From an optimization exercise on the open Yosys and OpenROAD flow, aimed at small area and a short achievable clock period; shortcuts taken in it are not production practice. At most, simulation tests tie the RTL to the original design; equivalence was not proved. Power figures rest on the tool's default switching activity, not on a simulated workload.

## intl_top
module intl_top #(
    parameter int sym_w  = intl_pkg::SYM_W,
    parameter int addr_w = intl_pkg::ADDR_W,
    parameter int stride = intl_pkg::STRIDE
) (
    input  wire                 clk,
    input  wire                 n_rst,
    input  wire  [sym_w-1:0]    wdata,
    input  wire  [addr_w-1:0]   waddr,
    input  wire                 wen,
    input  wire  [addr_w-1:0]   pb_len,
    input  wire                 start,
    output logic [sym_w-1:0]    rdata0,
    output logic [sym_w-1:0]    rdata1,
    output logic [sym_w-1:0]    rdata2,
    output logic [sym_w-1:0]    rdata3,
    output logic                dout_vld
);
Size in the first run: about 2800 cells after synthesis, ~0.044 mm2 of cells after synthesis.
export LEC_CHECK = 0
export CAP_MARGIN = 20
export CORE_MARGIN = 2
export CORE_UTILIZATION = 55
export CTS_CLUSTER_DIAMETER = 150
export CTS_CLUSTER_SIZE = 28
export SLEW_MARGIN = 20
create_clock -name core_clock -period 10.0 [get_ports {clk}]
standard.sh (not shown) runs the stock make flow with config.mk's settings and CLKGATE_MAP_FILE= SYNTH_SCRIPT=/design/flow/synth_recipe.tcl, a recipe that flattens the netlist after the stock synthesis.
==> flow/flow/run.sh <==
#!/bin/bash
# Standard ORFS layout, with repair_timing asked for extra setup slack so that
# the achieved period (not only the 10 ns constraint) is optimised, and the
# ports buffered with a fast buffer. Each step's log stays in orfs/logs.
set -euo pipefail
MARGIN=7.0
bash standard.sh SETUP_SLACK_MARGIN=$MARGIN TNS_END_PERCENT=20 \
    "BUFFER_PORTS_ARGS=-buffer_cell sky130_fd_sc_hd__buf_4" finish > standard.log 2>&1
Change:
--- a/flow/config.mk
+++ b/flow/config.mk
@@ -9,5 +9,3 @@
 export CORE_MARGIN = 2
-export CORE_UTILIZATION = 55
-export CTS_CLUSTER_DIAMETER = 150
-export CTS_CLUSTER_SIZE = 28
+export CORE_UTILIZATION = 30
 export SLEW_MARGIN = 20
The changed run passed the timing, design-rule and antenna checks.
Clock-buffer cell count rises by 81.
Global-route usage falls by 14 points.
Total power rises by a quarter to a third.
Cell area rises by a little under a tenth.
Change:
--- a/flow/flow/run.sh
+++ b/flow/flow/run.sh
@@ -5,3 +5,3 @@
 set -euo pipefail
-MARGIN=7.0
+MARGIN=${MARGIN:-6.5}
 bash standard.sh SETUP_SLACK_MARGIN=$MARGIN TNS_END_PERCENT=20 \
Effect: Setup slack loses 230 ps. Sequential power is about the same. Critical path depth is unchanged. Utilization hardly moves. Worst hold slack barely changes. Global-route usage rose by 0.12 points.
Change:
==> flow/run.sh (new file) <==
#!/bin/bash
# synth_recipe.tcl (not shown) runs the flow's synth.tcl, then flattens the netlist and writes it again
# the make line also repeats each setting of config.mk as NAME=value (left out here)
make -C /OpenROAD-flow-scripts/flow DESIGN_CONFIG=/design/flow/config.mk WORK_HOME=/design/flow/orfs CLKGATE_MAP_FILE= SYNTH_SCRIPT=/design/flow/synth_recipe.tcl finish
--- a/flow/config.mk
+++ b/flow/config.mk
@@ -10,2 +10,4 @@
 export CORE_UTILIZATION = 30
+export CTS_BUF_LIST = sky130_fd_sc_hd__clkbuf_8
+export CTS_CLUSTER_SIZE = 30
 export SLEW_MARGIN = 20
removed: flow/flow/run.sh
removed: flow/standard.sh
After rerunning:
- The changed run went through all stages and came out clean
- setup slack loses 570 ps
- clock power is lower by roughly a tenth
- wire length rose slightly
- core utilization decreases by 0.22 points
- first-iteration DRC count goes down by a few percent
Change:
--- a/flow/config.mk
+++ b/flow/config.mk
@@ -10,4 +10,2 @@
 export CORE_UTILIZATION = 30
-export CTS_BUF_LIST = sky130_fd_sc_hd__clkbuf_8
-export CTS_CLUSTER_SIZE = 30
 export SLEW_MARGIN = 20
What happened: The new run passed the timing, design-rule and antenna checks. Critical path depth is unchanged. Power grows by a few percent. Routed wire length shrinks slightly. First-iteration DRC count grows by a few percent. Clock power grows by a little under a tenth. Global-route usage shrinks by 0.22 points. Worst setup slack gains 190 ps. Fmax grows by a few percent. Via count shrinks slightly.

* * *

intl_top, a different RTL version from the one above (not shown whole).
Size: ~2400 cells after synthesis, ~1200 flip-flops, roughly 43000 um2 of cells after synthesis.
export LEC_CHECK = 0
export CAP_MARGIN = 20
export CORE_MARGIN = 2
export CORE_UTILIZATION = 30
export SLEW_MARGIN = 20
create_clock -name core_clock -period 10.0 [get_ports {clk}]
==> flow/flow/run.sh <==
#!/bin/bash
# Standard ORFS layout, with repair_timing asked for extra setup slack so that
# the achieved period (not only the 10 ns constraint) is optimised, and the
# ports buffered with a fast buffer. Each step's log stays in orfs/logs.
set -euo pipefail
MARGIN=7.0
bash standard.sh SETUP_SLACK_MARGIN=$MARGIN TNS_END_PERCENT=20 \
    "BUFFER_PORTS_ARGS=-buffer_cell sky130_fd_sc_hd__buf_4" finish > standard.log 2>&1
Rerun with:
- CORE_UTILIZATION: 30 -> 55
- CTS_CLUSTER_DIAMETER: unset -> 150
- CTS_CLUSTER_SIZE: unset -> 28
Global-route usage rose by 14 points.
Via count is lower by a few percent.
First-iteration DRC count increases by a few percent.
Final cell count goes down by about a fifth.
Register-to-register slack gains 30 ps.
Worst setup slack improves by 28 ps.
No functional check of the RTL was part of any run of this note.

## static timing again, ports no longer ideal
No port has a modelled driver above. Below, the same layouts with a new extraction and two added sets of constraints. Step 1: set_driving_cell puts a clkbuf_16 on clk and a buf_2 on each other input, an assumption about the parent block. Step 2, shift: input delay + t, output delay - t, t = (earliest + latest rising clock arrival at the registers) / 2. This alone moves slack from input paths to output paths. a / b / c = ideal / step 1 / step 2; a / b = the first two.
run | t (ns) | setup WS [ns] | worst setup path after step 2 | clock arrival spread, ns
the first run of note 1 | 0.706 | 6.828 / 6.764 / 6.370 | input to register | 0.030 / 0.029
the second run of note 1 | 0.751 | 6.821 / 6.752 / 6.443 | input to register | 0.028 / 0.028
the third run of note 1 | 0.748 | 6.595 / 6.524 / 6.306 | input to register | 0.032 / 0.033
the fourth run of note 1 | 0.905 | 6.027 / 5.962 / 6.035 | input to register | 0.035 / 0.035
the fifth run of note 1 | 0.748 | 6.214 / 6.144 / 6.050 | input to register | 0.036 / 0.037
the first run of note 2 | 0.759 | 6.771 / 6.741 / 6.496 | input to register | 0.030 / 0.030
the second run of note 2 | 0.699 | 6.799 / 6.789 / 6.423 | input to register | 0.027 / 0.026
After both steps every run listed still meets setup and hold. For the first run of note 1, which loses most, drivers alone change the setup slack by -0.064 ns; drivers and shift together by -0.458 ns.
